This design comes from an exercise in tuning for small area and a short achievable clock period on the open sky130 flow, not from production work.
At most, simulation tests tie the RTL to the original design; equivalence was not proved.
For runs 1 to 4, only the layout was checked, not whether the RTL still works.
Power and IR drop assume default switching activity.

### flow/design.v
package exec_pkg;
	localparam int data_w     = 32;	 
	localparam int reg_addr_w = 5;	 
	localparam int num_regs   = 32;
	localparam int imm_w      = 16;	 
	localparam logic [5:0] op_rtype = 6'h00;	 
	localparam logic [5:0] op_addiu = 6'h09;
	localparam logic [5:0] op_slti  = 6'h0a;
	localparam logic [5:0] op_andi  = 6'h0c;
	localparam logic [5:0] op_ori   = 6'h0d;
	localparam logic [5:0] op_xori  = 6'h0e;
	localparam logic [5:0] op_lui   = 6'h0f;
	localparam logic [5:0] fn_sll  = 6'h00;
	localparam logic [5:0] fn_srl  = 6'h02;
	localparam logic [5:0] fn_addu = 6'h21;
	localparam logic [5:0] fn_subu = 6'h23;
	localparam logic [5:0] fn_and  = 6'h24;
	localparam logic [5:0] fn_or   = 6'h25;
	localparam logic [5:0] fn_xor  = 6'h26;
	localparam logic [5:0] fn_slt  = 6'h2a;
	typedef struct packed {
		logic       sub;	 
		logic       r_sum;	 
		logic       r_slt;	 
		logic       r_and;
		logic       r_or;
		logic       r_xor;
		logic       r_sh;	 
		logic       left;	 
		logic [4:0] ramt;	 
	} ctrl_t;
endpackage
`timescale 1ns/1ps
module reg_file (
	input  logic                            clk,
	input  logic                            rst_n,
	input  logic [exec_pkg::num_regs-1:1]   rd_sel,	 
	input  logic [exec_pkg::data_w-1:0]     rd_or,	 
	output logic [exec_pkg::data_w-1:0]     rd_data,
	input  logic                            wr_en,
	input  logic [exec_pkg::reg_addr_w-1:0] wr_addr,
	input  logic [exec_pkg::data_w-1:0]     wr_data
);
	logic [exec_pkg::data_w-1:0]   regs [1:exec_pkg::num_regs-1];
	always_ff @(posedge clk) begin
		for (int i = 1; i < exec_pkg::num_regs; i++) begin
			if (!rst_n || (wr_en && wr_addr == i)) regs[i] <= wr_data;
		end
	end
	always_comb begin
		rd_data = rd_or;
		for (int i = 1; i < exec_pkg::num_regs; i++) begin
			rd_data |= regs[i] & {exec_pkg::data_w{rd_sel[i]}};
		end
	end
endmodule
`timescale 1ns/1ps
module alu_unit (
	input  exec_pkg::ctrl_t               c,
	input  logic                          en,	 
	input  logic [exec_pkg::data_w-1:0]   a,	 
	input  logic [exec_pkg::data_w-1:0]   b,	 
	output logic [exec_pkg::data_w-1:0]   result
);
	localparam int n = exec_pkg::data_w;
	logic [n-1:0] p;
	logic [n-1:0] g;
	logic [n-1:0] gp;	 
	logic [n-1:0] pp;	 
	logic [n-1:0] sum;
	logic [n-1:0] rot;
	logic [n-1:0] mask;
	logic         lt;
	assign p  = a ^ b;
	assign g  = a & b;
	always_comb begin
		gp = g;
		pp = p;
		gp[0] = g[0] | (p[0] & c.sub);	 
		for (int k = 0; k < 5; k++) begin
			for (int i = 0; i < n; i++) begin
				if (i & (1 << k)) begin
					gp[i] = gp[i] | (pp[i] & gp[((i >> k) << k) - 1]);
					pp[i] = pp[i] & pp[((i >> k) << k) - 1];
				end
			end
		end
	end
	assign sum = p ^ {gp[n-2:0], c.sub};	 
	assign lt  = (a[n-1] ^ b[n-1]) ? sum[n-1] : a[n-1];
	always_comb begin
		rot = b;
		for (int k = 0; k < 5; k++) begin
			if (c.ramt[k]) rot = (rot << (1 << k)) | (rot >> (n - (1 << k)));
		end
	end
	always_comb begin
		for (int i = 0; i < n; i++) begin
			mask[i] = c.left ? (i >= c.ramt) : (c.ramt == '0 || i < c.ramt);
		end
	end
	always_comb begin
		result = '0;
		if (en) begin
			if (c.r_sum) result |= sum;
			if (c.r_and) result |= g;
			if (c.r_or)  result |= p | g;
			if (c.r_xor) result |= p;
			if (c.r_slt) result[0] |= lt;
			if (c.r_sh)  result |= rot & mask;
		end
	end
endmodule
`timescale 1ns/1ps
module dump_counter (
	input  logic                            clk,
	input  logic                            rst_n,
	input  logic                            dump_next,	 
	output logic [exec_pkg::reg_addr_w-1:0] count,
	output logic                            dump_last	 
);
	always_ff @(posedge clk) begin
		if (!rst_n) begin
			count <= '0;
		end else if (dump_next) begin
			count <= count + 1'b1;	 
		end
	end
	assign dump_last  = (count == '1);
endmodule
`timescale 1ns/1ps
module exec_ctrl (
	input  logic                            clk,
	input  logic                            rst_n,
	input  logic                            instr_valid,	 
	input  logic [exec_pkg::data_w-1:0]     instr,
	input  logic                            dump_start,	 
	input  logic                            dump_last,
	output logic [exec_pkg::num_regs-1:1]   rf_rd_sel,
	output logic                            rf_wr_en,
	output logic [exec_pkg::reg_addr_w-1:0] rf_wr_addr,
	output logic                            opa_en,	 
	output logic                            fwd,	 
	output logic                            sub_i,	 
	output logic                            imm_en,	 
	output logic [exec_pkg::data_w-1:0]     imm_ext,
	output exec_pkg::ctrl_t                 ctrl,
	output logic                            dump_first,	 
	output logic                            busy,
	output logic                            illegal,
	output logic                            dump_valid
);
	logic [5:0]                      opcode;
	logic [5:0]                      funct;
	logic [exec_pkg::reg_addr_w-1:0] rs;
	logic [exec_pkg::reg_addr_w-1:0] rt;
	logic [exec_pkg::reg_addr_w-1:0] rd;
	logic                            idle;
	logic                            accept;
	logic                            legal;
	logic                            rtype;
	logic                            sext;
	logic [exec_pkg::reg_addr_w-1:0] dest;
	exec_pkg::ctrl_t                 dec;
	logic                            dump_nxt;
	logic                            exec_q;	 
	logic                            post_q;	 
	logic                            dump_q;
	logic                            busy_q;	 
	logic                            illegal_q;
	logic                            we_e;	 
	logic                            we_i;	 
	logic                            wr_q;	 
	logic [exec_pkg::num_regs-1:1]   rsel_q;	 
	logic [exec_pkg::num_regs-1:1]   rsel_nxt;
	logic                            fwd_q;	 
	logic                            fwd_nxt;
	logic                            dump_go;
	logic [exec_pkg::reg_addr_w-1:0] rs_q;
	logic [exec_pkg::reg_addr_w-1:0] rt_q;
	logic [exec_pkg::imm_w-1:0]      imm_q;
	logic                            rtype_q;
	logic                            sext_q;
	exec_pkg::ctrl_t                 ctrl_q;
	logic [exec_pkg::reg_addr_w-1:0] dest2_q;
	exec_pkg::ctrl_t                 ctrl2_q;
	assign opcode = instr[31:26];
	assign rs     = instr[25:21];
	assign rt     = instr[20:16];
	assign rd     = instr[15:11];
	assign funct  = instr[5:0];
	assign idle   = !exec_q && !dump_q;
	assign accept = idle && instr_valid;
	always_comb begin
		dec   = '0;
		legal = 1'b1;
		rtype = 1'b0;
		sext  = 1'b0;
		case (opcode)
			exec_pkg::op_rtype: begin
				rtype = 1'b1;
				case (funct)
					exec_pkg::fn_addu: dec.r_sum = 1'b1;
					exec_pkg::fn_subu: begin
						dec.r_sum = 1'b1;
						dec.sub   = 1'b1;
					end
					exec_pkg::fn_and:  dec.r_and = 1'b1;
					exec_pkg::fn_or:   dec.r_or  = 1'b1;
					exec_pkg::fn_xor:  dec.r_xor = 1'b1;
					exec_pkg::fn_slt: begin
						dec.r_slt = 1'b1;
						dec.sub   = 1'b1;
					end
					exec_pkg::fn_sll: begin
						dec.r_sh = 1'b1;
						dec.left = 1'b1;
						dec.ramt = instr[10:6];
					end
					exec_pkg::fn_srl: begin
						dec.r_sh = 1'b1;
						dec.ramt = 5'd0 - instr[10:6];
					end
					default: legal = 1'b0;	 
				endcase
			end
			exec_pkg::op_addiu: begin
				dec.r_sum = 1'b1;
				sext      = 1'b1;
			end
			exec_pkg::op_slti: begin
				dec.r_slt = 1'b1;
				dec.sub   = 1'b1;
				sext      = 1'b1;
			end
			exec_pkg::op_andi: dec.r_and = 1'b1;	 
			exec_pkg::op_ori:  dec.r_or  = 1'b1;
			exec_pkg::op_xori: dec.r_xor = 1'b1;
			exec_pkg::op_lui: begin	 
				dec.r_sh  = 1'b1;
				dec.left  = 1'b1;
				dec.ramt  = 5'd16;
			end
			default: legal = 1'b0;
		endcase
	end
	assign dest = rtype ? rd : rt;	 
	assign dump_nxt = (idle && !instr_valid && dump_start) || (dump_q && !dump_last);
	always_ff @(posedge clk) begin
		if (!rst_n) begin
			exec_q    <= 1'b0;
			post_q    <= 1'b0;
			dump_q    <= 1'b0;
			busy_q    <= 1'b0;
			illegal_q <= 1'b0;
			we_e      <= 1'b0;
			we_i      <= 1'b0;
			wr_q      <= 1'b0;
		end else begin
			exec_q    <= accept;
			post_q    <= exec_q;
			dump_q    <= dump_nxt;
			busy_q    <= accept || dump_nxt;
			illegal_q <= accept && !legal;
			we_e      <= accept && legal && (dest != '0);
			we_i      <= we_e;
			wr_q      <= we_i;
		end
	end
	always_ff @(posedge clk) begin
		if (idle) begin
			rs_q    <= rs;
			rt_q    <= rt;
			imm_q   <= instr[exec_pkg::imm_w-1:0];
			rtype_q <= rtype;
			sext_q  <= sext;
			ctrl_q  <= dec;
		end
	end
	always_ff @(posedge clk) begin
		dest2_q <= dest1;
		ctrl2_q <= ctrl_q;
	end
	logic [exec_pkg::reg_addr_w-1:0] dest1;
	assign dump_go = idle && !instr_valid && dump_start;
	assign dest1   = rtype_q ? imm_q[15:11] : rt_q;
	always_comb begin
		rsel_nxt = '0;
		for (int i = 1; i < exec_pkg::num_regs; i++) begin
			if (accept) rsel_nxt[i] = (rs == i);
			else if (exec_q) rsel_nxt[i] = rtype_q && (rt_q == i);
			else if (dump_go) rsel_nxt[i] = (i == 1);
		end
		if (dump_q) rsel_nxt = rsel_q << 1;	 
	end
	assign fwd_nxt = we_i && (accept ? (rs == dest1) : (dump_go && dest1 == 5'd1));
	always_ff @(posedge clk) begin
		if (!rst_n) begin
			rsel_q <= '0;
			fwd_q  <= 1'b0;
		end else begin
			rsel_q <= rsel_nxt;
			fwd_q  <= fwd_nxt;
		end
	end
	assign rf_rd_sel = rsel_q;
	assign fwd       = fwd_q;
	assign opa_en  = !post_q;	 
	assign sub_i   = ctrl_q.sub;	 
	assign imm_en  = post_q && !rtype_q;
	assign imm_ext = {{16{sext_q & imm_q[15]}}, imm_q};
	assign rf_wr_en   = wr_q;
	assign rf_wr_addr = dest2_q;
	assign ctrl       = ctrl2_q;
	assign dump_first = dump_go;
	assign illegal    = illegal_q;
	assign busy       = busy_q;
	assign dump_valid = dump_q;
endmodule
`timescale 1ns/1ps
module exec_core (
	input  logic                            clk,
	input  logic                            rst_n,
	input  logic                            instr_valid,
	input  logic [exec_pkg::data_w-1:0]     instr,
	input  logic                            dump_start,
	output logic                            busy,
	output logic                            illegal,	 
	output logic                            dump_valid,
	output logic [exec_pkg::reg_addr_w-1:0] dump_addr,
	output logic [exec_pkg::data_w-1:0]     dump_data
);
	exec_pkg::ctrl_t                 ctrl;
	logic [exec_pkg::data_w-1:0]     alu_result;
	logic                            dump_last;
	logic                            opa_en;
	logic                            fwd;
	logic                            sub_i;
	logic                            dump_first;
	logic                            imm_en;
	logic [exec_pkg::data_w-1:0]     imm_ext;
	logic [exec_pkg::num_regs-1:1]   rf_rd_sel;
	logic [exec_pkg::data_w-1:0]     rf_rd_data;
	logic [exec_pkg::data_w-1:0]     rd_or;
	logic                            rf_wr_en;
	logic [exec_pkg::reg_addr_w-1:0] rf_wr_addr;
	logic [exec_pkg::data_w-1:0]     opa;
	logic [exec_pkg::data_w-1:0]     opa_d;
	logic [exec_pkg::data_w-1:0]     opb;
	logic [exec_pkg::data_w-1:0]     dump_word;
	exec_ctrl u_ctrl (
		.clk            (clk),
		.rst_n          (rst_n),
		.instr_valid    (instr_valid),
		.instr          (instr),
		.dump_start     (dump_start),
		.dump_last      (dump_last),
		.rf_rd_sel      (rf_rd_sel),
		.rf_wr_en       (rf_wr_en),
		.rf_wr_addr     (rf_wr_addr),
		.opa_en         (opa_en),
		.fwd            (fwd),
		.sub_i          (sub_i),
		.imm_en         (imm_en),
		.imm_ext        (imm_ext),
		.ctrl           (ctrl),
		.dump_first     (dump_first),
		.busy           (busy),
		.illegal        (illegal),
		.dump_valid     (dump_valid)
	);
	dump_counter u_dump_cnt (
		.clk        (clk),
		.rst_n      (rst_n),
		.dump_next  (dump_valid),
		.count      (dump_addr),
		.dump_last  (dump_last)
	);
	reg_file u_rf (
		.clk     (clk),
		.rst_n   (rst_n),
		.rd_sel  (rf_rd_sel),
		.rd_or   (rd_or),
		.rd_data (rf_rd_data),
		.wr_en   (rf_wr_en),
		.wr_addr (rf_wr_addr),
		.wr_data (alu_result)
	);
	assign rd_or = imm_ext & {exec_pkg::data_w{imm_en}};
	assign opa_d = fwd ? alu_result : rf_rd_data;
	always_ff @(posedge clk) begin
		if (opa_en) opa <= opa_d;
		dump_word <= dump_first ? '0 : opa_d;	 
		opb <= rf_rd_data ^ {exec_pkg::data_w{sub_i}};	 
	end
	alu_unit u_alu (
		.c      (ctrl),
		.en     (rst_n),	 
		.a      (opa),
		.b      (opb),
		.result (alu_result)
	);
	assign dump_data = dump_word;
endmodule
### flow/run.sh
#!/bin/bash
# synth_recipe.tcl (not shown) runs the flow's synth.tcl, then flattens the netlist and writes it again
# the make line also repeats each setting of config.mk as NAME=value (left out here)
make -C /OpenROAD-flow-scripts/flow DESIGN_CONFIG=/design/flow/config.mk WORK_HOME=/design/flow/orfs CLKGATE_MAP_FILE= SYNTH_SCRIPT=/design/flow/synth_recipe.tcl finish
### flow/config.mk
export PLATFORM = sky130hd
export DESIGN_NAME = exec_core
export DESIGN_NICKNAME = exec_core
export VERILOG_FILES = /design/flow/design.v
export SDC_FILE = /design/flow/constraint.sdc
export NUM_CORES = 4
export LEC_CHECK = 0
export CAP_MARGIN = 10
export CORE_MARGIN = 2
export CORE_UTILIZATION = 45
export CTS_BUF_LIST = sky130_fd_sc_hd__clkbuf_4
export CTS_CLUSTER_DIAMETER = 40
export CTS_CLUSTER_SIZE = 8
export SETUP_SLACK_MARGIN = 5
export SLEW_MARGIN = 10
### flow/constraint.sdc
create_clock -name core_clock -period 9.0 [get_ports {clk}]
set_input_delay 1.8000 -clock core_clock [delete_from_list [all_inputs] [get_ports {clk}]]
set_output_delay 1.8000 -clock core_clock [all_outputs]
set_load 0.01 [all_outputs]
==> flow_metrics.env, run 1 <==
export IMPL_drt_wirelength_per_cell_um=36.74
export IMPL_wl_um=179200
export IMPL_final_net_count=3490
export IMPL_layout_min_cycle_time_ns=3.964
export IMPL_syn_area_per_cell_um2=15.13
export IMPL_cp_end_kind="register"
export IMPL_fin_setup_tns_ns=0
export IMPL_holdPathEnd="u_ctrl.ctrl2_q[4]$_DFF_P_"
export IMPL_syn2layout_area_growth_pct=11.70
export IMPL_dp_hpwl_um=100200
export IMPL_ys_seq_elements=1187
export IMPL_grt_max_degree=68
export IMPL_power_switching_mw=3.589
export IMPL_cts_tree="built"
export IMPL_synth_net_count=3301
export IMPL_p_leak_nw=18.96
export IMPL_die_h_um=331.6
export IMPL_r2r_slack_ns=5.04
export IMPL_fmax_mhz=252.3
export IMPL_cts_sinks=1187
export IMPL_pwr_share_clk=0.260
export IMPL_worst_ep_arrival_time_ns=4.70
export IMPL_numPortBuffers=75
export IMPL_combPwrFrac=0.155
export IMPL_critPathMaxFanout=38
export IMPL_gp_congestion=0.9758
export IMPL_mostFrequentLayoutCell="edfxtp_1"
export IMPL_cp_slowest_stage_delay_ns=0.62
export IMPL_place_area_mm2=0.05124
export IMPL_critPathKind="register to register"
export IMPL_worstReg2RegStart="u_ctrl.ctrl2_q[0]$_DFF_P_"
export IMPL_layout_drive_gt1_share=0.1742
export IMPL_critical_path_top_delay_family="multiplexers"
export IMPL_grt_pass1_wl_um=245100
export IMPL_hold_viol=0
export IMPL_root_buffer="clkbuf_4"
export IMPL_hold_class="register to register"
export IMPL_period_share=0.4404
export IMPL_tightestPinTransition_ns=1.219
export IMPL_grt_usage=0.3183
export IMPL_ant_nets=0
export IMPL_seqPwrFrac=0.586
export IMPL_crit_chain="buf_6 > mux4_2 > mux2_2 > mux2i_1 > mux2_2 > a2111oi_1 > clkdlybuf4s18_2 > o21ai_2 > clkinvlp_4"
export IMPL_required_ns=9.73
export IMPL_pwr_density_cell_mw_per_mm2=235.3
export IMPL_relSlewSlack=0.1853
export IMPL_rsz0062_at_grt="yes"
export IMPL_via_count=33620
export IMPL_synth_warnings=6
export IMPL_status="timing/DRC/antenna clean"
export IMPL_power_mw=12.69
export IMPL_seq_area_frac_synth=0.7118
export IMPL_core_area_mm2=0.1068
export IMPL_hold_start="u_ctrl.ctrl_q[4]$_DFFE_PP_"
export IMPL_grt_pass1_vias=31570
export IMPL_synth_edf_count=1060
export IMPL_ios=76
export IMPL_antenna_found_initial=10
export IMPL_dr_pass1_iters=8
export IMPL_synth_flop_cell="edfxtp_1"
export IMPL_peakVddDrop_v=0.0001445
export IMPL_grt_overflow_total=0
export IMPL_die_area_mm2=0.1099
export IMPL_max_cap_violations=0
export IMPL_reg2reg_to="u_rf.regs[20][4]$_DFFE_PP_"
export IMPL_initial_core_util=0.4523
export IMPL_drc=0
export IMPL_final_cell_area_mm2=0.05394
export IMPL_critPathLaunchType="register"
export IMPL_h_tree_depth=4
export IMPL_cts_buffer_depth=3
export IMPL_slowest_stage="mux4_2"
export IMPL_synth_cell_types=74
export IMPL_drv_slew=0
export IMPL_die_w_um=331.6
export IMPL_synthesis_instances=3192
export IMPL_clock_skew_ns=0.08578
export IMPL_switching_share=0.2828
export IMPL_cts_clk_slew_worst_paths_ns=0.09
export IMPL_syn_cell_area_mm2=0.04829
export IMPL_drt_iter0_markers=5807
export IMPL_clk_latency_ns=1.15
export IMPL_vias_per_cell=6.893
export IMPL_cpMostUsedCell="mux2_2"
export IMPL_internal_power_mw=9.102
export IMPL_finalSetupViolCount=0
export IMPL_rows=120
export IMPL_final_util=0.5053
export IMPL_ff2ff_path_depth=9
export IMPL_ys_async_sr_fraction=0
export IMPL_cts_buffers=180
export IMPL_whs_path_depth=0
export IMPL_final_cell_mix="edfxtp_1 (1060), a22oi_1 (239), clkbuf_4 (230), nand2_1 (153), a22o_1 (117)"
export IMPL_path_buf_inv=3
-- worst max-delay path by stage --
stage / from / endpoint / slack, ns / cells after the start
after floorplan: opa[0]$_DFFE_PN_ / u_rf.regs[10][28]$_DFFE_PP_ / 5.03 / 11
after global placement: opb[0]$_DFF_P_ / u_rf.regs[20][17]$_DFFE_PP_ / 4.42 / 14
after detailed placement: opb[0]$_DFF_P_ / u_rf.regs[29][0]$_DFFE_PP_ / 4.34 / 11
after CTS: opb[8]$_DFF_P_ / u_rf.regs[14][22]$_DFFE_PP_ / 4.91 / 10
after global routing: opa[0]$_DFFE_PN_ / u_rf.regs[18][15]$_DFFE_PP_ / 4.99 / 11
final: u_ctrl.ctrl2_q[0]$_DFF_P_ / u_rf.regs[20][4]$_DFFE_PP_ / 5.04 / 9
-- stage by stage --
| step | worst slack [ns] | std cells | hold slack [ns] |
|---|---|---|---|
| final | 5.036 | 4877 | 0.3456 |
| after global routing | 4.989 | 4874 | 0.3506 |
| after CTS | 4.909 | 4861 | 0.3466 |
| after detailed placement | 4.345 | 4581 | 0.3286 |
| after global placement | 4.416 | 4580 | 0.3295 |
| after floorplan | 5.030 | 3192 | 0.3233 |
-- per-layer routing --
layer  wire length [um]  global-route usage  vias up
li1                   -                   -    13310
met5                 86                   0        -
met2              79530              0.4810     2698
met4               8005              0.1348       12
met1              67930              0.4437    17110
met3              23640             0.07378      490
-- cell type report --
cell class	instances	area (um^2)
fill	8777	52820
antenna	6	15.01
timing repair inverter	9	67.56
sequential	1187	34440
multi-input combinational	1716	13420
timing repair buffer	182	1662
clock buffer	230	1727
clock inverter	39	422.9
inverter	105	424.2
tap	1403	1755
-- power by group through the flow --
stage	Sequential, mW	Combinational, mW	Clock, mW
after floorplan	7.42	1.05	0
after global placement	7.50	1.76	0
after detailed placement	7.55	1.79	0
after CTS	7.42	1.86	3.34
after global routing	7.49	2.07	3.55
final	7.43	1.96	3.29
-- logic make-up (layout without fill, tap and decap cells) --
| kind of cell | after synthesis | in the layout | synth area share |
|---|---|---|---|
| adder cells (fa/ha/maj) | 73 | 73 | 0.01985 |
| flip-flops | 1187 | 1187 | 0.7118 |
| AO/OA/AOI/OAI | 856 | 858 | 0.1320 |
| buffers and inverters | 292 | 565 | 0.02342 |
| AND/OR/NAND/NOR | 571 | 572 | 0.05789 |
| XOR/XNOR | 58 | 58 | 0.01052 |
| other | 0 | 6 | 0 |
| multiplexers | 155 | 155 | 0.04452 |
-- state kept, by name, indices dropped and copies added (netlist names), 5 cells and up --
register and flops:
u_dump_cnt.count 5, opa 32, u_ctrl.rsel_q 31, u_rf.regs 992, dump_word 32, opb 32
u_ctrl.dest2_q 5, u_ctrl.ctrl_q 13, u_ctrl.rt_q 5, u_ctrl.imm_q 16, u_ctrl.ctrl2_q 13
-- worst register-to-register path: cells and delay by family (launching register included) --
family,cells,cell delay [ns]
muxes,4,1.66
buffers and inverters,3,1.09
AOI/OAI and AO/OA,2,0.47
DFF,1,0.33
-- synth_stat cells (44+ instances only) --
library cell / instances / area share
o21ai_0: 107 / 0.011
a221oi_1: 118 / 0.021
nor3_1: 50 / 0.0052
nor2_1: 117 / 0.0091
nand3_1: 53 / 0.0055
mux4_2: 44 / 0.021
edfxtp_1: 1060 / 0.66
dfxtp_1: 127 / 0.053
mux2i_1: 73 / 0.015
ha_1: 67 / 0.017
a21oi_1: 66 / 0.0068
nand4_1: 86 / 0.011
clkbuf_1: 147 / 0.011
a22o_1: 118 / 0.021
nand2_1: 154 / 0.012
inv_1: 102 / 0.0079
a22oi_1: 239 / 0.037
-- what timing repair did --
action / 4_1_cts / 5_1_grt
gates resized for setup: 52 / 30
gates cloned: 9 / 5
pin swaps: 1 / 5
buffers inserted: 2 / 5
hold buffers: 0 / 0
endpoints found under the setup margin: 605 / 522
==> run 2: changes to the inputs <==
--- a/flow/design.v
+++ b/flow/design.v
@@ -58,5 +58,4 @@
 module alu_unit (
 	input  exec_pkg::ctrl_t               c,
-	input  logic                          en,	 
 	input  logic [exec_pkg::data_w-1:0]   a,	 
 	input  logic [exec_pkg::data_w-1:0]   b,	 
@@ -102,12 +101,10 @@
 	always_comb begin
 		result = '0;
-		if (en) begin
-			if (c.r_sum) result |= sum;
-			if (c.r_and) result |= g;
-			if (c.r_or)  result |= p | g;
-			if (c.r_xor) result |= p;
-			if (c.r_slt) result[0] |= lt;
-			if (c.r_sh)  result |= rot & mask;
-		end
+		if (c.r_sum) result |= sum;
+		if (c.r_and) result |= g;
+		if (c.r_or)  result |= p | g;
+		if (c.r_xor) result |= p;
+		if (c.r_slt) result[0] |= lt;
+		if (c.r_sh)  result |= rot & mask;
 	end
 endmodule
@@ -141,5 +138,7 @@
 	output logic [exec_pkg::reg_addr_w-1:0] rf_wr_addr,
 	output logic                            opa_en,	 
-	output logic                            fwd,	 
+	output logic                            opa_fix,	 
+	output logic                            fwd_dump,	 
+	output logic                            fwd_rd,	 
 	output logic                            sub_i,	 
 	output logic                            imm_en,	 
@@ -172,8 +171,15 @@
 	logic                            we_i;	 
 	logic                            wr_q;	 
+	logic                            wr3_q;	 
+	logic [exec_pkg::reg_addr_w-1:0] dest3_q;
+	logic                            fixa_q;	 
+	logic                            fixw_q;	 
+	logic                            fwdd_q;	 
+	logic                            fwd3_q;	 
 	logic [exec_pkg::num_regs-1:1]   rsel_q;	 
 	logic [exec_pkg::num_regs-1:1]   rsel_nxt;
-	logic                            fwd_q;	 
-	logic                            fwd_nxt;
+	logic                            fixa_nxt;
+	logic                            fwdd_nxt;
+	logic                            fwd3_nxt;
 	logic                            dump_go;
 	logic [exec_pkg::reg_addr_w-1:0] rs_q;
@@ -257,4 +263,5 @@
 			we_i      <= 1'b0;
 			wr_q      <= 1'b0;
+			wr3_q     <= 1'b0;
 		end else begin
 			exec_q    <= accept;
@@ -266,4 +273,5 @@
 			we_i      <= we_e;
 			wr_q      <= we_i;
+			wr3_q     <= wr_q;
 		end
 	end
@@ -281,4 +289,5 @@
 		dest2_q <= dest1;
 		ctrl2_q <= ctrl_q;
+		dest3_q <= dest2_q;
 	end
 	logic [exec_pkg::reg_addr_w-1:0] dest1;
@@ -294,22 +303,32 @@
 		if (dump_q) rsel_nxt = rsel_q << 1;	 
 	end
-	assign fwd_nxt = we_i && (accept ? (rs == dest1) : (dump_go && dest1 == 5'd1));
+	assign fixa_nxt = we_i && accept && (rs == dest1);
+	assign fwdd_nxt = we_i && dump_go && (dest1 == 5'd1);
+	assign fwd3_nxt = wr_q && rsel_nxt[dest2_q];
 	always_ff @(posedge clk) begin
 		if (!rst_n) begin
 			rsel_q <= '0;
-			fwd_q  <= 1'b0;
+			fixa_q <= 1'b0;
+			fixw_q <= 1'b0;
+			fwdd_q <= 1'b0;
+			fwd3_q <= 1'b0;
 		end else begin
 			rsel_q <= rsel_nxt;
-			fwd_q  <= fwd_nxt;
+			fixa_q <= fixa_nxt;
+			fixw_q <= fixa_q;
+			fwdd_q <= fwdd_nxt;
+			fwd3_q <= fwd3_nxt;
 		end
 	end
-	assign rf_rd_sel = rsel_q;
-	assign fwd       = fwd_q;
-	assign opa_en  = !post_q;	 
+	assign rf_rd_sel = fwd3_q ? '0 : rsel_q;
+	assign fwd_rd    = fwd3_q;
+	assign fwd_dump  = fwdd_q;
+	assign opa_fix   = fixw_q;
+	assign opa_en  = !post_q || fixw_q;	 
 	assign sub_i   = ctrl_q.sub;	 
 	assign imm_en  = post_q && !rtype_q;
 	assign imm_ext = {{16{sext_q & imm_q[15]}}, imm_q};
-	assign rf_wr_en   = wr_q;
-	assign rf_wr_addr = dest2_q;
+	assign rf_wr_en   = wr3_q;
+	assign rf_wr_addr = dest3_q;
 	assign ctrl       = ctrl2_q;
 	assign dump_first = dump_go;
@@ -335,5 +354,8 @@
 	logic                            dump_last;
 	logic                            opa_en;
-	logic                            fwd;
+	logic                            opa_fix;
+	logic                            fwd_dump;
+	logic                            fwd_rd;
+	logic [exec_pkg::data_w-1:0]     res_q;	 
 	logic                            sub_i;
 	logic                            dump_first;
@@ -346,5 +368,4 @@
 	logic [exec_pkg::reg_addr_w-1:0] rf_wr_addr;
 	logic [exec_pkg::data_w-1:0]     opa;
-	logic [exec_pkg::data_w-1:0]     opa_d;
 	logic [exec_pkg::data_w-1:0]     opb;
 	logic [exec_pkg::data_w-1:0]     dump_word;
@@ -360,5 +381,7 @@
 		.rf_wr_addr     (rf_wr_addr),
 		.opa_en         (opa_en),
-		.fwd            (fwd),
+		.opa_fix        (opa_fix),
+		.fwd_dump       (fwd_dump),
+		.fwd_rd         (fwd_rd),
 		.sub_i          (sub_i),
 		.imm_en         (imm_en),
@@ -385,16 +408,18 @@
 		.wr_en   (rf_wr_en),
 		.wr_addr (rf_wr_addr),
-		.wr_data (alu_result)
+		.wr_data (res_q & {exec_pkg::data_w{rst_n}})	 
 	);
-	assign rd_or = imm_ext & {exec_pkg::data_w{imm_en}};
-	assign opa_d = fwd ? alu_result : rf_rd_data;
+	assign rd_or = (imm_ext & {exec_pkg::data_w{imm_en}}) |
+		(res_q & {exec_pkg::data_w{fwd_rd}});
 	always_ff @(posedge clk) begin
-		if (opa_en) opa <= opa_d;
-		dump_word <= dump_first ? '0 : opa_d;	 
-		opb <= rf_rd_data ^ {exec_pkg::data_w{sub_i}};	 
+		if (opa_en) opa <= opa_fix ? res_q : rf_rd_data;
+		if (dump_first)    dump_word <= '0;	 
+		else if (fwd_dump) dump_word <= alu_result;
+		else               dump_word <= rf_rd_data;
+		opb   <= rf_rd_data ^ {exec_pkg::data_w{sub_i}};	 
+		res_q <= alu_result;
 	end
 	alu_unit u_alu (
 		.c      (ctrl),
-		.en     (rst_n),	 
 		.a      (opa),
 		.b      (opb),
==> flow_metrics.env, run 2 <==
export IMPL_status="timing/DRC/antenna clean"
export IMPL_r2r_slack_ns=5.03
export IMPL_ant_nets=0
export IMPL_final_cell_mix="edfxtp_1 (1060), a22oi_1 (312), clkbuf_4 (224), dfxtp_1 (161), nand2_1 (151)"
export IMPL_h_tree_depth=4
export IMPL_dp_slack_ns=4.319
export IMPL_critPathMaxFanout=33
export IMPL_final_net_count=3703
export IMPL_clk_latency_ns=1.19
export IMPL_p_leak_nw=19.92
export IMPL_rows=122
export IMPL_yosys_cell_count_top_type="edfxtp_1"
export IMPL_dp_hpwl_um=106400
export IMPL_critical_path_top_delay_family="simple AND/OR/NAND/NOR gates"
export IMPL_cts_clk_slew_worst_paths_ns=0.09
export IMPL_synth_warnings=6
export IMPL_drt_wirelength_per_cell_um=35.06
export IMPL_die_w_um=338.2
export IMPL_grt_overflow_total=0
export IMPL_cts_buffers=192
export IMPL_final_util=0.5041
export IMPL_wl_met1_um=70270
export IMPL_ys_async_sr_fraction=0
export IMPL_wl_um=181500
export IMPL_vias_per_cell=6.558
export IMPL_largest_register_ffs=992
export IMPL_layout_min_cycle_time_ns=3.966
export IMPL_fin_setup_tns_ns=0
export IMPL_synth_top_area_frac=0.6334
export IMPL_required_ns=9.90
export IMPL_wl_met2_um=83720
export IMPL_hold_class="register to register"
export IMPL_cts_tree="built"
export IMPL_worst_ep_arrival_time_ns=4.86
export IMPL_whs_ns=0.3444
export IMPL_grt_max_degree=64
export IMPL_syn2layout_area_growth_pct=11.01
export IMPL_critPathKind="register to register"
export IMPL_max_cap_violations=0
export IMPL_tightestPinTransition_ns=1.343
export IMPL_grt_pass1_wl_um=251900
export IMPL_met3_length_um=19710
export IMPL_fmax_mhz=252.1
export IMPL_period_share=0.4407
export IMPL_critPathLaunchType="register"
export IMPL_ff2ff_path_depth=10
export IMPL_regMostFlops="u_rf.regs"
export IMPL_synth_cell_types=87
export IMPL_synth_edf_count=1060
export IMPL_whs_path_depth=0
export IMPL_dr_pass1_iters=6
export IMPL_seq_area_frac_synth=0.7003
export IMPL_cp_end_kind="register"
export IMPL_ys_seq_elements=1228
export IMPL_rsz0062_at_grt="no"
export IMPL_via_count=33950
export IMPL_path_buf_inv=3
export IMPL_yosys_top_cells_count="edfxtp_1 (1060), a22oi_1 (312), dfxtp_1 (168), clkbuf_1 (158), nand2_1 (151)"
export IMPL_drc=0
export IMPL_numPortBuffers=75
export IMPL_ios=76
export IMPL_antenna_found_initial=8
export IMPL_top_layer_used="met5"
export IMPL_reg2reg_to="opa[29]$_DFFE_PP_"
export IMPL_hold_start="u_ctrl.ctrl_q[6]$_DFFE_PP_"
export IMPL_grt_pass1_vias=32190
export IMPL_relSlewSlack=0.1048
export IMPL_finalSetupViolCount=0
export IMPL_clock_skew_ns=0.1025
export IMPL_hold_viol=0
export IMPL_core_area_mm2=0.1107
export IMPL_crit_chain="buf_8 > nor2b_4 > buf_4 > buf_4 > a22o_1 > a221oi_1 > nand4_1 > nor3_1 > nand4_1 > mux2_2"
export IMPL_drv_slew=0
export IMPL_mostFrequentLayoutCell="edfxtp_1"
export IMPL_pwr_density_cell_mw_per_mm2=275.0
export IMPL_worstReg2RegStart="u_ctrl.fwd3_q$_SDFF_PN0_"
export IMPL_gp_congestion=0.9106
export IMPL_holdPathEnd="u_ctrl.ctrl2_q[6]$_DFF_P_"
export IMPL_peakVddDrop_v=0.0001207
export IMPL_initial_core_util=0.4541
export IMPL_drt_iter0_markers=5374
export IMPL_die_h_um=338.2
export IMPL_layout_drive_gt1_share=0.1485
export IMPL_synth_top_area_cell="edfxtp_1"
export IMPL_synthesis_instances=3428
export IMPL_syn_area_per_cell_um2=14.66
export IMPL_grt_usage=0.3114
export IMPL_die_area_mm2=0.1144
export IMPL_cp_slowest_stage_delay_ns=0.61
export IMPL_root_buffer="clkbuf_4"
export IMPL_synth_net_count=3538
export IMPL_syn_cell_area_mm2=0.05026
export IMPL_yosys_top_cells_area="edfxtp_1 (63%), dfxtp_1 (6.7%), a22oi_1 (4.7%), a221oi_1 (1.8%), a22o_1 (1.7%)"
export IMPL_cts_buffer_depth=3
export IMPL_setup_ws_ns=5.034
export IMPL_synth_flop_cell="edfxtp_1"
export IMPL_slowest_stage="nor3_1"
export IMPL_cts_sinks=1228
==> run 2: cell types whose count changed after synthesis, moves of 17 or more <==
| cell | delta |
|---|---|
| a22o_1 | -19 |
| nand3_1 | +60 |
| nand4_1 | -25 |
| and2_1 | +34 |
| nor2b_1 | +41 |
| a22oi_1 | +73 |
| o22ai_1 | -27 |
| o21a_1 | +17 |
| dfxtp_1 | +41 |
| a222oi_1 | -17 |
==> run 2: through the flow <==
step | total power [mW] | cell area (um^2) | instances
6_report | 15.34 | 55790 | 5177
5_1_grt | 15.94 | 55780 | 5175
4_1_cts | 15.28 | 55730 | 5164
3_5_place_dp | 11.87 | 53440 | 4883
3_3_place_gp | 11.82 | 53440 | 4883
2_1_floorplan | 10.28 | 50260 | 3428
==> run 2: area by class of cell <==
type,count,area [um^2]
fillers,9400,54880
flip-flops and latches,1228,35210
multi-input cells,1895,14520
well taps,1488,1862
clock buffers,224,1682
repair buffers,181,1569
clock inverters,54,561.8
inverters,95,356.6
diodes,12,30.03
==> run 2: repair_timing <==
action,4_1_cts,5_1_grt
setup endpoints to repair,78,0
setup buffers,3,0
gates resized for setup,16,0
hold buffers,0,0
==> run 2: how the worst max path moves through the flow <==
stage,cells after the start,startpoint,slack [ns],endpoint
3_3_place_gp,9,u_ctrl.fwd3_q$_SDFF_PN0_,4.32,opa[21]$_DFFE_PP_
5_1_grt,1,dump_word[30]$_SDFF_PP0_,5.01,dump_data[30]
4_1_cts,1,dump_word[30]$_SDFF_PP0_,5.01,dump_data[30]
6_report,10,u_ctrl.fwd3_q$_SDFF_PN0_,5.03,opa[29]$_DFFE_PP_
3_5_place_dp,9,u_ctrl.fwd3_q$_SDFF_PN0_,4.32,opa[21]$_DFFE_PP_
2_1_floorplan,3,rst_n,5.01,u_rf.regs[31][0]$_DFFE_PP_
==> run 2: cells by family after synthesis <==
group	Yosys count	synth area share
and+or+nand+nor	700	0.07200
DFF	1228	0.7003
adders and majority gates	74	0.01932
buffers and inverters	305	0.02320
AOI/OAI and AO/OA	891	0.1324
muxes	162	0.04093
xor gates and xnor gates	68	0.01185
==> run 2: routing by layer <==
layer  global-route usage  vias up
met2               0.4858     2261
li1                     -    14020
met5                    0        -
met3              0.06598      379
met4               0.1351        6
met1               0.4224    17280
==> run 2: power breakdown <==
group,switching [mW],total [mW],leakage [nW],internal (mW)
logic,2.30,3.52,6.42,1.21
registers,0.673,8.35,12.2,7.68
clock network,2.03,3.48,1.27,1.45
==> run 3: changes to the inputs <==
==> flow/flow/run.sh (new file) <==
#!/bin/bash
set -euo pipefail
export SETUP_SLACK_MARGIN=6.0
bash standard.sh > standard.log 2>&1
==> flow/standard.sh (new file) <==
#!/bin/bash
# synth_recipe.tcl (not shown) runs the flow's synth.tcl, then flattens the netlist and writes it again
# the make line also repeats each setting of config.mk as NAME=value (left out here)
make -C /OpenROAD-flow-scripts/flow DESIGN_CONFIG=/design/flow/config.mk WORK_HOME=/design/flow/orfs CLKGATE_MAP_FILE= SYNTH_SCRIPT=/design/flow/synth_recipe.tcl "${@:-finish}"
--- a/flow/config.mk
+++ b/flow/config.mk
@@ -12,4 +12,3 @@
 export CTS_CLUSTER_DIAMETER = 40
 export CTS_CLUSTER_SIZE = 8
-export SETUP_SLACK_MARGIN = 5
 export SLEW_MARGIN = 10
removed: flow/run.sh
==> flow_metrics.env, run 3 <==
export IMPL_clk_latency_ns=1.16
export IMPL_yosys_top_cells_count="edfxtp_1 (1060), a22oi_1 (312), dfxtp_1 (168), clkbuf_1 (158), nand2_1 (151)"
export IMPL_final_cell_area_mm2=0.05881
export IMPL_relSlewSlack=0.1264
export IMPL_critPathLaunchType="register"
export IMPL_dp_hpwl_um=105600
export IMPL_dpl_cell_count=4875
export IMPL_die_h_um=338.2
export IMPL_synth_edf_count=1060
export IMPL_grt_max_degree=70
export IMPL_fmax_mhz=285.8
export IMPL_synth_top_area_frac=0.6334
export IMPL_grt_pass1_vias=33080
export IMPL_initial_core_util=0.4541
export IMPL_power_mw=15.96
export IMPL_via_count=34710
export IMPL_regArea_mm2=0.03528
export IMPL_synth_cell_types=87
export IMPL_drt_iter0_markers=5181
export IMPL_h_tree_depth=4
export IMPL_crit_chain="fa_2 > inv_4 > fa_2 > nor2b_4 > o31a_1 > o21ba_4 > o211ai_1 > buf_4 > nand2_4 > fa_2 > a22oi_2 > o2111ai_2 > nor2_1 > nor3_2"
export IMPL_final_cells=5312
export IMPL_worst_ep_arrival_time_ns=4.49
export IMPL_wl_um=186900
export IMPL_synth_net_count=3538
export IMPL_gp_congestion=0.9312
export IMPL_hold_viol=0
export IMPL_dr_pass1_iters=9
export IMPL_cts_sinks=1228
export IMPL_cts_buffer_depth=3
export IMPL_vias_per_cell=6.534
export IMPL_tightestPinTransition_ns=1.310
export IMPL_hold_class="register to register"
export IMPL_seq_area_frac_synth=0.7003
export IMPL_fin_setup_tns_ns=0
export IMPL_cts_tree="built"
export IMPL_cpMostUsedCell="fa_2"
export IMPL_synth_warnings=6
export IMPL_regMostFlops="u_rf.regs"
export IMPL_die_w_um=338.2
export IMPL_antenna_found_initial=6
export IMPL_grt_overflow_total=0
export IMPL_n_fill_cell=9167
export IMPL_syn_area_per_cell_um2=14.66
export IMPL_core_area_mm2=0.1107
export IMPL_cp_slowest_stage_delay_ns=0.54
export IMPL_period_share=0.3887
export IMPL_cts_clk_slew_worst_paths_ns=0.09
export IMPL_peakVddDrop_v=0.00009834
export IMPL_cts_buffers=187
export IMPL_ys_async_sr_fraction=0
export IMPL_finalSetupViolCount=0
export IMPL_drv_slew=0
export IMPL_drc=0
export IMPL_critPathKind="register to register"
export IMPL_rsz0062_at_grt="yes"
export IMPL_mostFrequentLayoutCell="edfxtp_1"
export IMPL_pwr_density_cell_mw_per_mm2=271.3
export IMPL_root_buffer="clkbuf_4"
export IMPL_yosys_top_cells_area="edfxtp_1 (63%), dfxtp_1 (6.7%), a22oi_1 (4.7%), a221oi_1 (1.8%), a22o_1 (1.7%)"
export IMPL_syn2layout_area_growth_pct=17.03
export IMPL_rows=122
export IMPL_ios=76
export IMPL_yosys_cell_count_top_type="edfxtp_1"
export IMPL_whs_ns=0.3391
export IMPL_synth_top_area_cell="edfxtp_1"
export IMPL_final_net_count=3852
export IMPL_multi_input_area_mm2=0.01572
export IMPL_syn_cell_area_mm2=0.05026
export IMPL_numPortBuffers=75
export IMPL_die_area_mm2=0.1144
export IMPL_place_area_mm2=0.05344
export IMPL_grt_usage=0.3155
export IMPL_p_leak_nw=21.24
export IMPL_max_cap_violations=0
export IMPL_slowest_stage="fa_2"
export IMPL_required_ns=9.99
export IMPL_ant_nets=0
export IMPL_grt_pass1_wl_um=255800
export IMPL_layout_min_cycle_time_ns=3.499
export IMPL_status="timing/DRC/antenna clean"
export IMPL_largest_register_ffs=992
export IMPL_synth_flop_cell="edfxtp_1"
export IMPL_drt_wirelength_per_cell_um=35.19
export IMPL_final_cell_mix="edfxtp_1 (1060), a22oi_1 (309), clkbuf_4 (224), buf_4 (168), nand2_1 (144)"
export IMPL_critPathMaxFanout=3
export IMPL_layout_drive_gt1_share=0.2503
export IMPL_synthesis_instances=3428
export IMPL_clock_skew_ns=0.09448
export IMPL_ys_seq_elements=1228
export IMPL_cp_end_kind="register"
==> run 3: cell counts after synthesis <==
No cell type changed its count.
==> run 3: path summary, 6_finish.rpt <==
kind                                                 start                         to  slack, ns  depth (start not counted)
worst max register to register            opa[0]$_DFFE_PP_   dump_word[16]$_SDFF_PP0_       5.50                         14
worst max-delay path                      opa[0]$_DFFE_PP_   dump_word[16]$_SDFF_PP0_       5.50                         14
worst min register to register  u_ctrl.ctrl_q[5]$_DFFE_PP_  u_ctrl.ctrl2_q[5]$_DFF_P_       0.34                          0
worst min-delay path            u_ctrl.ctrl_q[5]$_DFFE_PP_  u_ctrl.ctrl2_q[5]$_DFF_P_       0.34                          0
==> run 3: routing by layer <==
| metal | global-route usage | wire length (um) | vias to the layer above |
|---|---|---|---|
| li1 | - | - | 14310 |
| met1 | 0.4213 | 70530 | 17600 |
| met2 | 0.4973 | 85920 | 2329 |
| met3 | 0.06559 | 20680 | 469 |
| met4 | 0.1446 | 9770 | 2 |
| met5 | 0 | 16 | - |
==> run 3: cells by family after synthesis <==
group	synth area share
flip-flops	0.7003
adder cells (fa/ha/maj)	0.01932
XOR/XNOR	0.01185
buffers and inverters	0.02320
AND/OR/NAND/NOR	0.07200
AO/OA/AOI/OAI	0.1324
multiplexers	0.04093
==> run 3: final cells by class <==
class	instances	area share
Sequential cell	1228	0.5999
Multi-Input combinational cell	1896	0.2674
Timing Repair Buffer	333	0.05923
Tap cell	1488	0.03166
Clock buffer	224	0.02859
Clock inverter	43	0.006701
Inverter	95	0.006276
Antenna cell	4	0.0001702
Timing Repair inverter	1	0.0001276
==> run 3: worst max-delay path, delay by kind of cell (launching register included) <==
| family | cells | cell delay [ns] |
|---|---|---|
| simple gates | 4 | 0.56 |
| fa+ha+maj | 3 | 1.20 |
| buf+inv | 2 | 0.27 |
| flops | 1 | 0.46 |
| compound gates | 5 | 0.85 |
==> run 3: what timing repair did <==
item | in CTS | in global routing
setup buffers | 100 | 54
gates cloned | 5 | 7
endpoints found under the setup margin | 790 | 243
hold buffers | 0 | 0
pin swaps | 81 | 89
gates resized for setup | 436 | 197
==> run 3: where the power goes <==
| part | internal [mW] | switching [mW] | total [mW] | leakage, nW |
|---|---|---|---|---|
| registers | 7.69 | 0.679 | 8.37 | 12.2 |
| clock network | 1.34 | 1.97 | 3.31 | 1.21 |
| logic | 1.65 | 2.62 | 4.27 | 7.79 |
==> run 3: metrics by stage <==
stage            util  worst slack, ns
3_3_place_gp   0.4829            4.211
5_1_grt        0.5314            5.471
4_1_cts        0.5184            5.413
6_report       0.5314            5.502
2_1_floorplan       -            5.648
3_5_place_dp   0.4829            4.171
==> run 4: changes to the inputs <==
--- a/flow/config.mk
+++ b/flow/config.mk
@@ -9,6 +9,3 @@
 export CORE_MARGIN = 2
 export CORE_UTILIZATION = 45
-export CTS_BUF_LIST = sky130_fd_sc_hd__clkbuf_4
-export CTS_CLUSTER_DIAMETER = 40
-export CTS_CLUSTER_SIZE = 8
 export SLEW_MARGIN = 10
==> flow_metrics.env, run 4 <==
export IMPL_die_h_um=338.2
export IMPL_cts_clk_slew_worst_paths_ns=0.06
export IMPL_synth_edf_count=1060
export IMPL_critPathMaxFanout=2
export IMPL_setup_ws_ns=5.658
export IMPL_yosys_cell_count_top_type="edfxtp_1"
export IMPL_synth_cell_types=87
export IMPL_startpoint="opa[0]$_DFFE_PP_"
export IMPL_yosys_top_cells_count="edfxtp_1 (1060), a22oi_1 (312), dfxtp_1 (168), clkbuf_1 (158), nand2_1 (151)"
export IMPL_hold_viol=0
export IMPL_ff2ff_path_depth=14
export IMPL_rows=122
export IMPL_ios=76
export IMPL_rsz0062_at_grt="yes"
export IMPL_numPortBuffers=75
export IMPL_fmax_mhz=299.2
export IMPL_synth_warnings=6
export IMPL_via_count=34270
export IMPL_die_w_um=338.2
export IMPL_wl_um=184600
export IMPL_pwr_density_cell_mw_per_mm2=288.6
export IMPL_die_area_mm2=0.1144
export IMPL_synth_top_area_frac=0.6334
export IMPL_reg2reg_to="dump_word[16]$_SDFF_PP0_"
export IMPL_grt_max_degree=70
export IMPL_drt_wirelength_per_cell_um=34.98
export IMPL_synth_top_area_cell="edfxtp_1"
export IMPL_place_area_mm2=0.05344
export IMPL_cp_endpoint="dump_word[16]$_SDFF_PP0_"
export IMPL_dr_pass1_iters=7
export IMPL_grt_pass1_vias=32540
export IMPL_power_mw=17.46
export IMPL_cts_buffer_depth=3
export IMPL_regMostFlops="u_rf.regs"
export IMPL_clk_latency_ns=0.74
export IMPL_ys_seq_elements=1228
export IMPL_syn_cell_area_mm2=0.05026
export IMPL_layout_min_cycle_time_ns=3.342
export IMPL_root_buffer="clkbuf_16"
export IMPL_whs_path_depth=0
export IMPL_worstReg2RegStart="opa[0]$_DFFE_PP_"
export IMPL_final_cell_area_mm2=0.06050
export IMPL_ant_nets=0
export IMPL_vias_per_cell=6.495
export IMPL_final_net_count=3791
export IMPL_gp_congestion=0.9312
export IMPL_clock_skew_ns=0.04217
export IMPL_relSlewSlack=0.1158
export IMPL_final_cells=5277
export IMPL_layout_drive_gt1_share=0.2270
export IMPL_syn_area_per_cell_um2=14.66
export IMPL_diodes=0
export IMPL_cp_end_kind="register"
export IMPL_drv_slew=0
export IMPL_core_area_mm2=0.1107
export IMPL_cts_buffers=121
export IMPL_dp_hpwl_um=105600
export IMPL_critPathLaunchType="register"
export IMPL_grt_usage=0.3134
export IMPL_seq_area_frac_synth=0.7003
export IMPL_ys_async_sr_fraction=0
export IMPL_status="timing/DRC/antenna clean"
export IMPL_antenna_found_initial=2
export IMPL_r2r_slack_ns=5.66
export IMPL_hold_class="register to register"
export IMPL_synthesis_instances=3428
export IMPL_drt_iter0_markers=5033
export IMPL_required_ns=9.59
export IMPL_fin_setup_tns_ns=0
export IMPL_synth_flop_cell="edfxtp_1"
export IMPL_final_cell_mix="edfxtp_1 (1060), a22oi_1 (309), buf_4 (187), nand2_1 (144), clkbuf_16 (129)"
export IMPL_synth_net_count=3538
export IMPL_h_tree_depth=3
export IMPL_dp_slack_ns=4.171
export IMPL_syn2layout_area_growth_pct=20.39
export IMPL_drc=0
export IMPL_critPathKind="register to register"
export IMPL_largest_register_ffs=992
export IMPL_cts_sinks=1228
export IMPL_period_share=0.3714
export IMPL_peakVddDrop_v=0.0001901
export IMPL_max_cap_violations=0
export IMPL_worst_ep_arrival_time_ns=3.93
export IMPL_dpl_cell_count=4875
export IMPL_p_leak_nw=21.97
export IMPL_yosys_top_cells_area="edfxtp_1 (63%), dfxtp_1 (6.7%), a22oi_1 (4.7%), a221oi_1 (1.8%), a22o_1 (1.7%)"
export IMPL_tightestPinTransition_ns=1.326
export IMPL_finalSetupViolCount=0
export IMPL_cts_tree="built"
export IMPL_grt_pass1_wl_um=254800
export IMPL_initial_core_util=0.4541
export IMPL_grt_overflow_total=0
export IMPL_mostFrequentLayoutCell="edfxtp_1"
==> run 4: cell counts after synthesis <==
Identical to the previous run, type by type.
==> run 4: final cells by class <==
| class | instances | area [um^2] |
|---|---|---|
| Sequential cell | 1228 | 35270 |
| Clock buffer | 154 | 3298 |
| Multi-Input combinational cell | 1896 | 15550 |
| Timing Repair Buffer | 338 | 3521 |
| Timing Repair inverter | 1 | 7.507 |
| Tap cell | 1488 | 1862 |
| Fill cell | 8854 | 50170 |
| Clock inverter | 77 | 626.9 |
| Inverter | 95 | 369.1 |
==> run 4: cells by family after synthesis <==
kind of cell / synth area share
AOI/OAI and AO/OA: 0.1324
xor gates and xnor gates: 0.01185
adders and majority gates: 0.01932
buffers and inverters: 0.02320
DFF: 0.7003
muxes: 0.04093
and+or+nand+nor: 0.07200
==> run 4: worst min-delay path by stage <==
stage	startpoint	end	slack, ns
final	u_ctrl.ctrl_q[8]$_DFFE_PP_	u_ctrl.ctrl2_q[8]$_DFF_P_	0.34
after global placement	u_ctrl.ctrl_q[3]$_DFFE_PP_	u_ctrl.ctrl2_q[3]$_DFF_P_	0.32
after global routing	u_ctrl.ctrl_q[1]$_DFFE_PP_	u_ctrl.ctrl2_q[1]$_DFF_P_	0.35
after detailed placement	u_ctrl.ctrl_q[1]$_DFFE_PP_	u_ctrl.ctrl2_q[1]$_DFF_P_	0.33
after floorplan	u_ctrl.ctrl_q[0]$_DFFE_PP_	u_ctrl.ctrl2_q[0]$_DFF_P_	0.32
after CTS	u_ctrl.ctrl_q[1]$_DFFE_PP_	u_ctrl.ctrl2_q[1]$_DFF_P_	0.34
==> run 4: layer usage <==
layer / wire length, um / up-vias / track usage
met2: 85350 / 2256 / 0.4934
met1: 69870 / 17420 / 0.4223
met5: 13 / - / 0
met3: 19760 / 439 / 0.05969
met4: 9579 / 2 / 0.1439
li1: - / 14160 / -
==> run 4: timing repair <==
item / in CTS / in global routing
hold buffers: 0 / 0
endpoints found under the hold margin: 0 / 0
cloned: 6 / 3
setup buffers: 109 / 53
pin swaps: 86 / 74
setup endpoints to repair: 1523 / 159
resized for setup: 468 / 140
==> run 4: per-stage QoR <==
step,hold WS (ns),util
2_1_floorplan,0.3233,-
3_3_place_gp,0.3243,0.4829
3_5_place_dp,0.3277,0.4829
4_1_cts,0.3415,0.5364
5_1_grt,0.3499,0.5467
6_report,0.3394,0.5467
==> run 4: where the power goes <==
group | total, mW | internal, mW | leakage, nW | switching (mW)
clock | 5.01 | 2.77 | 1.93 | 2.24
combinational | 4.07 | 1.54 | 7.80 | 2.53
sequential | 8.38 | 7.70 | 12.2 | 0.676
==> run 4: critical path: stages, from the launching register on <==
cell and delay [ns]:
edfxtp_1 0.43, fa_2 0.39, inv_4 0.11, fa_2 0.22
nor2b_2 0.05, o31a_1 0.26, o21ba_4 0.25, o211ai_1 0.17
buf_4 0.15, nand2_2 0.06, fa_2 0.55, a22oi_2 0.07
o2111ai_2 0.12, nor2_1 0.09, nor3_2 0.29
==> run 5: changes to the inputs <==
--- a/flow/design.v
+++ b/flow/design.v
@@ -133,4 +133,5 @@
 	input  logic [exec_pkg::data_w-1:0]     instr,
 	input  logic                            dump_start,	 
+	input  logic [exec_pkg::reg_addr_w-1:0] dump_count,
 	input  logic                            dump_last,
 	output logic [exec_pkg::num_regs-1:1]   rf_rd_sel,
@@ -294,4 +295,6 @@
 	assign dump_go = idle && !instr_valid && dump_start;
 	assign dest1   = rtype_q ? imm_q[15:11] : rt_q;
+	logic [exec_pkg::reg_addr_w-1:0] dump_ahead;
+	assign dump_ahead = dump_count + 5'd2;
 	always_comb begin
 		rsel_nxt = '0;
@@ -300,10 +303,19 @@
 			else if (exec_q) rsel_nxt[i] = rtype_q && (rt_q == i);
 			else if (dump_go) rsel_nxt[i] = (i == 1);
+			else if (dump_q) rsel_nxt[i] = !dump_last && (dump_ahead == i);
+			if (wr_q && dest2_q == i) rsel_nxt[i] = 1'b0;
 		end
-		if (dump_q) rsel_nxt = rsel_q << 1;	 
 	end
 	assign fixa_nxt = we_i && accept && (rs == dest1);
 	assign fwdd_nxt = we_i && dump_go && (dest1 == 5'd1);
-	assign fwd3_nxt = wr_q && rsel_nxt[dest2_q];
+	always_comb begin
+		fwd3_nxt = 1'b0;
+		if (wr_q) begin
+			if (accept) fwd3_nxt = (rs == dest2_q);
+			else if (exec_q) fwd3_nxt = rtype_q && (rt_q == dest2_q);
+			else if (dump_go) fwd3_nxt = (dest2_q == 5'd1);
+			else if (dump_q) fwd3_nxt = !dump_last && (dump_ahead == dest2_q);
+		end
+	end
 	always_ff @(posedge clk) begin
 		if (!rst_n) begin
@@ -321,5 +333,5 @@
 		end
 	end
-	assign rf_rd_sel = fwd3_q ? '0 : rsel_q;
+	assign rf_rd_sel = rsel_q;
 	assign fwd_rd    = fwd3_q;
 	assign fwd_dump  = fwdd_q;
@@ -376,4 +388,5 @@
 		.instr          (instr),
 		.dump_start     (dump_start),
+		.dump_count     (dump_addr),
 		.dump_last      (dump_last),
 		.rf_rd_sel      (rf_rd_sel),
==> flow/flow/run.sh (replaced) <==
#!/bin/bash
set -euo pipefail
export SETUP_SLACK_MARGIN=5.8
bash standard.sh > standard.log 2>&1
==> flow_metrics.env, run 5 <==
export IMPL_layout_drive_gt1_share=0.1449
export IMPL_ys_async_sr_fraction=0
export IMPL_numPortBuffers=75
export IMPL_wl_um=170800
export IMPL_synth_top_area_frac=0.6373
export IMPL_fin_setup_tns_ns=0
export IMPL_grt_usage=0.2964
export IMPL_wl_met2_um=79260
export IMPL_regMostFlops="u_rf.regs"
export IMPL_yosys_top_cells_count="edfxtp_1 (1060), a22oi_1 (353), dfxtp_1 (168), nand2_1 (155), clkbuf_1 (150)"
export IMPL_syn_cell_area_mm2=0.04995
export IMPL_layout_min_cycle_time_ns=3.240
export IMPL_dr_pass1_iters=10
export IMPL_seqPwrFrac=0.537
export IMPL_ys_seq_elements=1228
export IMPL_critical_path_top_delay_family="simple AND/OR/NAND/NOR gates"
export IMPL_diodes=0
export IMPL_switching_share=0.2758
export IMPL_pwr_share_clk=0.331
export IMPL_n_fill_cell=9161
export IMPL_final_cell_mix="edfxtp_1 (1060), a22oi_1 (353), nand2_1 (155), clkbuf_16 (121), nor2_1 (120)"
export IMPL_final_cells=5069
export IMPL_crit_chain="buf_4 > a22o_1 > a221oi_1 > nand4_1 > nor3_4 > nand3_1 > mux2_2"
export IMPL_dpl_cell_count=4836
export IMPL_slowest_stage="a221oi_1"
export IMPL_seq_area_frac_synth=0.7046
export IMPL_whs_ns=0.3360
export IMPL_pwr_density_cell_mw_per_mm2=258.7
export IMPL_synth_flop_cell="edfxtp_1"
export IMPL_die_h_um=337.2
export IMPL_grt_overflow_total=0
export IMPL_synth_top_area_cell="edfxtp_1"
export IMPL_required_ns=9.48
export IMPL_antenna_found_initial=5
export IMPL_synth_warnings=6
export IMPL_synth_cell_types=85
export IMPL_final_cell_area_mm2=0.05705
export IMPL_initial_core_util=0.4526
export IMPL_vias_per_cell=6.517
export IMPL_ant_nets=0
export IMPL_yosys_top_cells_area="edfxtp_1 (64%), dfxtp_1 (6.7%), a22oi_1 (5.3%), ha_1 (1.8%), mux4_2 (1.7%)"
export IMPL_drt_iter0_markers=4923
export IMPL_synth_edf_count=1060
export IMPL_cts_sinks=1228
export IMPL_drt_wirelength_per_cell_um=33.69
export IMPL_max_cap_violations=0
export IMPL_cp_end_kind="register"
export IMPL_gp_congestion=0.9159
export IMPL_cts_tree="built"
export IMPL_fmax_mhz=308.6
export IMPL_grt_max_degree=64
export IMPL_setup_ws_ns=5.760
export IMPL_drc=0
export IMPL_critPathLaunchType="register"
export IMPL_yosys_cell_count_top_type="edfxtp_1"
export IMPL_cts_clk_slew_worst_paths_ns=0.07
export IMPL_synthesis_instances=3377
export IMPL_regArea_mm2=0.03527
export IMPL_critPathKind="register to register"
export IMPL_root_buffer="clkbuf_16"
export IMPL_peakVddDrop_v=0.0001951
export IMPL_dp_slack_ns=4.264
export IMPL_wl_met1_um=65940
export IMPL_hold_class="register to register"
export IMPL_clock_skew_ns=0.04416
export IMPL_rows=122
export IMPL_top_layer_used="met5"
export IMPL_final_net_count=3596
export IMPL_clk_latency_ns=0.74
export IMPL_hold_buffers=0
export IMPL_mostFrequentLayoutCell="edfxtp_1"
export IMPL_die_w_um=337.2
export IMPL_die_area_mm2=0.1137
export IMPL_power_switching_mw=4.071
export IMPL_met3_length_um=19370
export IMPL_ios=76
export IMPL_drv_slew=0
export IMPL_largest_register_ffs=992
export IMPL_hold_viol=0
export IMPL_core_area_mm2=0.1104
export IMPL_syn2layout_area_growth_pct=14.22
export IMPL_grt_pass1_wl_um=237000
export IMPL_critPathMaxFanout=25
export IMPL_h_tree_depth=3
export IMPL_status="timing/DRC/antenna clean"
export IMPL_tightestPinTransition_ns=1.318
export IMPL_combPwrFrac=0.132
export IMPL_finalSetupViolCount=0
export IMPL_multi_input_area_mm2=0.01419
export IMPL_syn_area_per_cell_um2=14.79
export IMPL_cp_slowest_stage_delay_ns=0.49
export IMPL_synth_net_count=3490
export IMPL_grt_pass1_vias=31090
export IMPL_internal_power_mw=10.69
export IMPL_worst_ep_arrival_time_ns=3.72
export IMPL_dp_hpwl_um=100700
export IMPL_p_leak_nw=20.24
export IMPL_cts_buffers=119
export IMPL_relSlewSlack=0.1216
export IMPL_path_buf_inv=1
export IMPL_period_share=0.3600
export IMPL_place_area_mm2=0.05292
export IMPL_via_count=33030
export IMPL_cts_buffer_depth=3
export IMPL_rsz0062_at_grt="yes"
run 5: worst paths after layout:
check	from	end	slack [ns]	cells after the start
worst max-delay path	u_ctrl.rsel_q[18]$_SDFF_PP0_	opa[15]$_DFFE_PP_	5.76	7
worst min-delay path	u_ctrl.ctrl_q[6]$_DFFE_PP_	u_ctrl.ctrl2_q[6]$_DFF_P_	0.34	0
worst max register to register	u_ctrl.rsel_q[18]$_SDFF_PP0_	opa[15]$_DFFE_PP_	5.76	7
worst min register to register	u_ctrl.ctrl_q[6]$_DFFE_PP_	u_ctrl.ctrl2_q[6]$_DFF_P_	0.34	0
run 5: cell families (layout without fill, tap and decap cells):
kind of cell	count (synthesis)	in the layout	synth area share
AO/OA/AOI/OAI	891	891	0.1327
XOR/XNOR	81	81	0.01420
adder cells (fa/ha/maj)	77	77	0.02019
buffers and inverters	301	505	0.02355
flip-flops	1228	1228	0.7046
multiplexers	125	125	0.03570
AND/OR/NAND/NOR	674	674	0.06911
run 5: layout make-up:
class | count | share of cell area
clock buffers | 151 | 0.05540
flip-flops and latches | 1228 | 0.6181
repair buffers | 184 | 0.02746
multi-input cells | 1848 | 0.2488
inverters | 102 | 0.006711
clock inverters | 68 | 0.01092
well taps | 1488 | 0.03263
run 5: routing by layer:
| metal | vias to the layer above | track usage |
|---|---|---|
| met3 | 341 | 0.07755 |
| met1 | 16870 | 0.3985 |
| li1 | 13700 | - |
| met2 | 2118 | 0.4680 |
| met4 | 6 | 0.1015 |
| met5 | - | 0 |
run 5: through the flow:
step | power, mW | util
after floorplan | 8.890 | -
after global placement | 9.835 | 0.4795
after detailed placement | 9.877 | 0.4795
after CTS | 14.70 | 0.5158
after global routing | 15.20 | 0.5169
final | 14.76 | 0.5169
run 5: power groups by stage:
stage / Sequential (mW) / Combinational [mW] / Clock, mW
finish: 7.92 / 1.95 / 4.89
global route: 7.98 / 2.09 / 5.13
CTS: 7.89 / 1.89 / 4.92
detailed placement: 8.00 / 1.87 / 0
global placement: 7.99 / 1.85 / 0
floorplan: 7.73 / 1.16 / 0
run 5: timing repair:
item                       4_1_cts  5_1_grt
setup buffers                   11        3
pin swaps                       10       14
resized for setup              104       26
hold endpoints to repair         0        0
setup endpoints to repair     1386      123
gates cloned                     0        0
==> run 6: changes to the inputs <==
==> flow/flow/run.sh (replaced) <==
#!/bin/bash
set -euo pipefail
export SETUP_SLACK_MARGIN=6.0
bash standard.sh > standard.log 2>&1
==> flow_metrics.env, run 6 <==
export IMPL_synth_flop_cell="edfxtp_1"
export IMPL_vias_per_cell=6.478
export IMPL_yosys_top_cells_count="edfxtp_1 (1060), a22oi_1 (353), dfxtp_1 (168), nand2_1 (155), clkbuf_1 (150)"
export IMPL_r2r_slack_ns=5.78
export IMPL_worst_ep_arrival_time_ns=3.81
export IMPL_die_h_um=337.2
export IMPL_drc=0
export IMPL_yosys_top_cells_area="edfxtp_1 (64%), dfxtp_1 (6.7%), a22oi_1 (5.3%), ha_1 (1.8%), mux4_2 (1.7%)"
export IMPL_drt_iter0_markers=4793
export IMPL_via_count=32990
export IMPL_hold_viol=0
export IMPL_slowest_stage="dfxtp_1"
export IMPL_relSlewSlack=0.06271
export IMPL_period_share=0.3574
export IMPL_grt_overflow_total=0
export IMPL_grt_max_degree=65
export IMPL_finalSetupViolCount=0
export IMPL_synth_net_count=3490
export IMPL_grt_usage=0.2936
export IMPL_crit_chain="inv_1 > ha_1 > a21oi_2 > o21bai_2 > nor3_4 > a21oi_4 > o41ai_4 > nor4b_1 > or3_4 > o21a_1"
export IMPL_drv_slew=0
export IMPL_cts_clk_slew_worst_paths_ns=0.06
export IMPL_synth_cell_types=85
export IMPL_core_area_mm2=0.1104
export IMPL_pwr_density_cell_mw_per_mm2=259.8
export IMPL_cts_tree="built"
export IMPL_fin_setup_tns_ns=0
export IMPL_required_ns=9.60
export IMPL_h_tree_depth=3
export IMPL_synth_top_area_cell="edfxtp_1"
export IMPL_cts_buffer_depth=3
export IMPL_cts_buffers=121
export IMPL_clock_skew_ns=0.03873
export IMPL_status="timing/DRC/antenna clean"
export IMPL_rows=122
export IMPL_dpl_cell_count=4835
export IMPL_ys_async_sr_fraction=0
export IMPL_critPathMaxFanout=7
export IMPL_critical_path_top_delay_family="compound AO/OA/AOI/OAI gates"
export IMPL_final_cells=5093
export IMPL_regMostFlops="u_rf.regs"
export IMPL_rsz0062_at_grt="yes"
export IMPL_syn_cell_area_mm2=0.04995
export IMPL_layout_min_cycle_time_ns=3.217
export IMPL_fmax_mhz=310.9
export IMPL_numPortBuffers=75
export IMPL_hold_class="register to register"
export IMPL_final_net_count=3615
export IMPL_die_area_mm2=0.1137
export IMPL_dp_hpwl_um=96110
export IMPL_antenna_found_initial=7
export IMPL_diodes=0
export IMPL_ys_seq_elements=1228
export IMPL_critPathKind="register to register"
export IMPL_die_w_um=337.2
export IMPL_final_cell_area_mm2=0.05770
export IMPL_root_buffer="clkbuf_16"
export IMPL_ios=76
export IMPL_drt_wirelength_per_cell_um=33.25
export IMPL_tightestPinTransition_ns=1.406
export IMPL_grt_pass1_wl_um=235700
export IMPL_path_buf_inv=1
export IMPL_synth_warnings=6
export IMPL_critPathLaunchType="register"
export IMPL_wl_um=169300
export IMPL_cp_slowest_stage_delay_ns=0.50
export IMPL_dr_pass1_iters=8
export IMPL_clk_latency_ns=0.73
export IMPL_peakVddDrop_v=0.0001604
export IMPL_yosys_cell_count_top_type="edfxtp_1"
export IMPL_synth_edf_count=1060
[run 6: where the power goes]
part           internal [mW]  total, mW  switching (mW)
registers               7.39       7.89           0.502
logic                  0.624       1.97            1.34
clock network           2.91       5.13            2.22
[run 6: metal layers]
layer	vias to the layer above	share of wire	global-route usage
met4	2	0.035	0.09014
met1	16900	0.39	0.4107
met3	309	0.10	0.05260
met5	-	0.000089	0
met2	2019	0.47	0.4687
li1	13760	-	-
[run 6: cell families after synthesis]
family	Yosys count	share of synthesized area
muxes	125	0.03570
DFF	1228	0.7046
xor gates and xnor gates	81	0.01420
adders and majority gates	77	0.02019
AOI/OAI and AO/OA	891	0.1327
buffers and inverters	301	0.02355
and+or+nand+nor	674	0.06911
[run 6: worst reg2reg max path: stages, from the launching register on]
cell,delay (ns)
dfxtp_1,0.50
inv_1,0.08
ha_1,0.38
a21oi_2,0.29
o21bai_2,0.17
nor3_4,0.49
a21oi_4,0.20
o41ai_4,0.29
nor4b_1,0.10
or3_4,0.42
o21a_1,0.17
[run 6: worst paths after layout]
check / depth (start not counted) / startpoint / endpoint
max reg2reg: 10 / opb[11]$_DFF_P_ / dump_word[23]$_SDFF_PP0_
min reg2reg: 0 / u_ctrl.ctrl_q[9]$_DFFE_PP_ / u_ctrl.ctrl2_q[9]$_DFF_P_
min: 0 / u_ctrl.ctrl_q[9]$_DFFE_PP_ / u_ctrl.ctrl2_q[9]$_DFF_P_
max: 10 / opb[11]$_DFF_P_ / dump_word[23]$_SDFF_PP0_
[run 6: through the flow]
stage / hold slack (ns) / worst slack (ns) / total power [mW]
global route: 0.3430 / 5.707 / 15.46
finish: 0.3385 / 5.783 / 14.99
detailed placement: 0.3285 / 4.667 / 9.823
global placement: 0.3258 / 4.765 / 9.777
floorplan: 0.3233 / 5.976 / 8.904
CTS: 0.3378 / 5.735 / 14.92
[run 6: timing repair]
item / in CTS / in global routing
hold buffers: 0 / 0
cloned: 0 / 1
endpoints found under the hold margin: 0 / 0
pin swaps: 17 / 32
endpoints found under the setup margin: 1417 / 102
gates resized for setup: 272 / 67
buffers inserted: 15 / 16
[run 6: cell type report]
type / count / area, um^2 / area share
Tap cell: 1488 / 1862 / 0.03227
Clock buffer: 168 / 3376 / 0.05851
Sequential cell: 1228 / 35310 / 0.6120
Clock inverter: 58 / 643.1 / 0.01115
Timing Repair Buffer: 200 / 1694 / 0.02936
Inverter: 102 / 385.4 / 0.006679
Multi-Input combinational cell: 1849 / 14430 / 0.2500

Check on run 6: ideal ports give 5.783 ns setup slack; a clkbuf_16 on the clock port and buf_2 on the inputs give 5.783 ns; moving port delays by the midpoint clock arrival (0.792 ns) as well gives 5.231 ns.
